Context: an optimization exercise on an open-source flow, tuned for small area, a short achievable clock period and few clock cycles per item. The choices shown serve that exercise and are no tape-out recipe. Where RTL was checked, it was by simulation tests only, not by an equivalence proof against the original. No activity file was given, so power comes from the tool's default toggle rates.

==> module signed_integer_to_radix_digits_core, before the edit <==
module signed_integer_to_radix_digits_core (
  input  wire logic        clk,
  input  wire logic        rst_n,
  input  wire logic        in_tvalid,
  output logic             in_tready,
  input  wire logic [31:0] in_tdata,      
  output logic             out_tvalid,
  input  wire logic        out_tready,
  output logic [7:0]       out_tdata,     
  output logic             out_tlast,
  input  wire logic        cfg_psel,
  input  wire logic        cfg_penable,
  input  wire logic        cfg_pwrite,
  input  wire logic [4:0]  cfg_paddr,
  input  wire logic [63:0] cfg_pwdata,
  output logic [63:0]      cfg_prdata,
  output logic             cfg_pready
);
  logic [LEN_W-1:0] base_length_r;
  logic [63:0]      symbols_low_r;
  logic [63:0]      symbols_high_r;
  logic [127:0]     symbols;
  logic             cfg_wr;
  logic             flush;
  assign cfg_pready = 1'b1;
  assign cfg_wr     = cfg_psel && cfg_penable && cfg_pwrite;
  assign flush      = !rst_n || cfg_wr;
  assign symbols    = {symbols_high_r, symbols_low_r};
  always_ff @(posedge clk) begin
    if (!rst_n) begin
      base_length_r  <= '0;
      symbols_low_r  <= '0;
      symbols_high_r <= '0;
    end else if (cfg_wr) begin
      case (cfg_paddr[4:3])
        2'd0: base_length_r  <= cfg_pwdata[LEN_W-1:0];
        2'd1: symbols_low_r  <= cfg_pwdata;
        2'd2: symbols_high_r <= cfg_pwdata;
        default: ;
      endcase
    end
  end
  always_ff @(posedge clk) begin
    case (cfg_paddr[4:3])
      2'd0:    cfg_prdata <= {59'd0, base_length_r};
      2'd1:    cfg_prdata <= symbols_low_r;
      2'd2:    cfg_prdata <= symbols_high_r;
      default: cfg_prdata <= '0;
    endcase
  end
  logic       cf_m2, cf_m3, cf_m4, cf_odd, cf_ok;
  logic [2:0] cf_off;
  logic [3:0] cf_k0, cf_k1;
  always_ff @(posedge clk) begin
    logic [4:0] rr;
    logic [4:0] off;
    rr = (base_length_r == 5'd2 || base_length_r == 5'd4) ? 5'd16 :
         (base_length_r == 5'd3) ? 5'd9 : base_length_r;
    off = 5'd8 - ((rr + 5'd1) >> 1);
    cf_m2  <= (base_length_r == 5'd2);
    cf_m3  <= (base_length_r == 5'd3);
    cf_m4  <= (base_length_r == 5'd4);
    cf_odd <= rr[0];
    cf_off <= off[2:0];
    cf_k0  <= 4'(5'd0 - off);
    cf_k1  <= 4'(5'd0 - off - rr);
    cf_ok  <= (base_length_r >= 5'd2) && (base_length_r <= 5'd16);
  end
  logic                chk_busy, chk_done, chk_bad;
  logic [3:0]          chk_idx;
  logic [SYM_W-1:0]    sym_val;
  logic                copy, res_v, res_neg;
  logic [NCELL*4-1:0]  cells;
  sird_front u_check (
    .clk         (clk),
    .rst_n       (rst_n),
    .cfg_wr      (cfg_wr),
    .base_length (base_length_r),
    .symbols     (symbols),
    .sym_val     (sym_val),
    .chk_busy    (chk_busy),
    .chk_idx     (chk_idx),
    .chk_done    (chk_done),
    .chk_bad     (chk_bad)
  );
  sird_queue u_conv (
    .clk       (clk),
    .flush     (flush),
    .in_tvalid (in_tvalid),
    .in_tready (in_tready),
    .in_tdata  (in_tdata),
    .cf_off    (cf_off),
    .cf_k0   (cf_k0),
    .cf_k1   (cf_k1),
    .cf_odd  (cf_odd),
    .copy    (copy),
    .res_v   (res_v),
    .res_neg (res_neg),
    .cells   (cells)
  );
  sird_back u_emit (
    .clk        (clk),
    .flush      (flush),
    .rst_n      (rst_n),
    .cf_m2      (cf_m2),
    .cf_m3      (cf_m3),
    .cf_m4      (cf_m4),
    .cf_off     (cf_off),
    .symbols    (symbols),
    .res_v      (res_v),
    .res_neg    (res_neg),
    .cells      (cells),
    .chk_done   (chk_done),
    .table_ok   (cf_ok && !chk_bad),
    .chk_busy   (chk_busy),
    .chk_idx    (chk_idx),
    .copy       (copy),
    .sym_val    (sym_val),
    .out_tvalid (out_tvalid),
    .out_tready (out_tready),
    .out_tdata  (out_tdata),
    .out_tlast  (out_tlast)
  );
endmodule
Settings: LEC_CHECK=0, ABC_AREA=1, CAP_MARGIN=20, CORE_MARGIN=2, CORE_UTILIZATION=40, SLEW_MARGIN=20; clock period 12.0 ns.
standard.sh (not shown) runs the stock make flow with config.mk's settings and CLKGATE_MAP_FILE= SYNTH_SCRIPT=/design/flow/synth_recipe.tcl, a recipe that flattens the netlist after the stock synthesis.
==> flow/flow/run.sh <==
#!/bin/bash
set -euo pipefail
bash standard.sh SETUP_SLACK_MARGIN=7 finish > standard_flow.log 2>&1
The baseline passed the timing, design-rule and antenna checks.
==> next run, changes <==
--- a/flow/design.v
+++ b/flow/design.v
@@ -391,10 +391,11 @@
   logic [63:0]      symbols_low_r;
   logic [63:0]      symbols_high_r;
   logic [127:0]     symbols;
   logic             cfg_wr;
   logic             flush;
+  logic [2:0]       rsel_r;
   assign cfg_pready = 1'b1;
   assign cfg_wr     = cfg_psel && cfg_penable && cfg_pwrite;
   assign flush      = !rst_n || cfg_wr;
   assign symbols    = {symbols_high_r, symbols_low_r};
   always_ff @(posedge clk) begin
@@ -410,17 +411,17 @@
         default: ;
       endcase
     end
   end
   always_ff @(posedge clk) begin
-    case (cfg_paddr[4:3])
-      2'd0:    cfg_prdata <= {59'd0, base_length_r};
-      2'd1:    cfg_prdata <= symbols_low_r;
-      2'd2:    cfg_prdata <= symbols_high_r;
-      default: cfg_prdata <= '0;
-    endcase
+    rsel_r[0] <= (cfg_paddr[4:3] == 2'd0);
+    rsel_r[1] <= (cfg_paddr[4:3] == 2'd1);
+    rsel_r[2] <= (cfg_paddr[4:3] == 2'd2);
   end
+  assign cfg_prdata = ({64{rsel_r[0]}} & {59'd0, base_length_r})
+                    | ({64{rsel_r[1]}} & symbols_low_r)
+                    | ({64{rsel_r[2]}} & symbols_high_r);
   logic       cf_m2, cf_m3, cf_m4, cf_odd, cf_ok;
   logic [2:0] cf_off;
   logic [3:0] cf_k0, cf_k1;
   always_ff @(posedge clk) begin
     logic [4:0] rr;
What happened: Final area decreases by 4.3%. Worst hold slack is better by 15 ps. Setup slack improved by 120 ps. Global-route usage goes up by 0.57 points. Fmax grows by 2.4%. Via count is about the same. Routed wire length fell by 1.8%. Die area falls by 5.1%. Clock power drops by 12%.
Testbench counts after the change, summed over its fixed seeds: cycles 28,469, items 2,048.
For the first run of this note, only the layout was checked, not whether the RTL still works.

## separate check: timing with driven ports
Ports are ideal in the flow. The routed layouts listed here were re-timed in OpenROAD. Step 1: set_driving_cell puts a clkbuf_16 on clk and a buf_2 on each other input, an assumption about the parent block. Step 2 moves the port delays by t, midway between the first and last clock arrival at a register: inputs arrive t later, outputs are due t later. That takes back most of the time a late clock gives input paths. Three values: ideal ports, drivers, drivers and shift; two values: the first two.
run	t, ns	slack for setup (ns)	worst slew at a driven data input, ns
the first run	0.672	6.805 / 6.805 / 6.635	0.06
the second run	0.663	6.925 / 6.925 / 6.626	0.14
After both steps setup and hold are still met in every run listed. For the second run, which loses most, drivers alone change the setup slack by 0.000 ns; drivers and shift together by -0.299 ns.
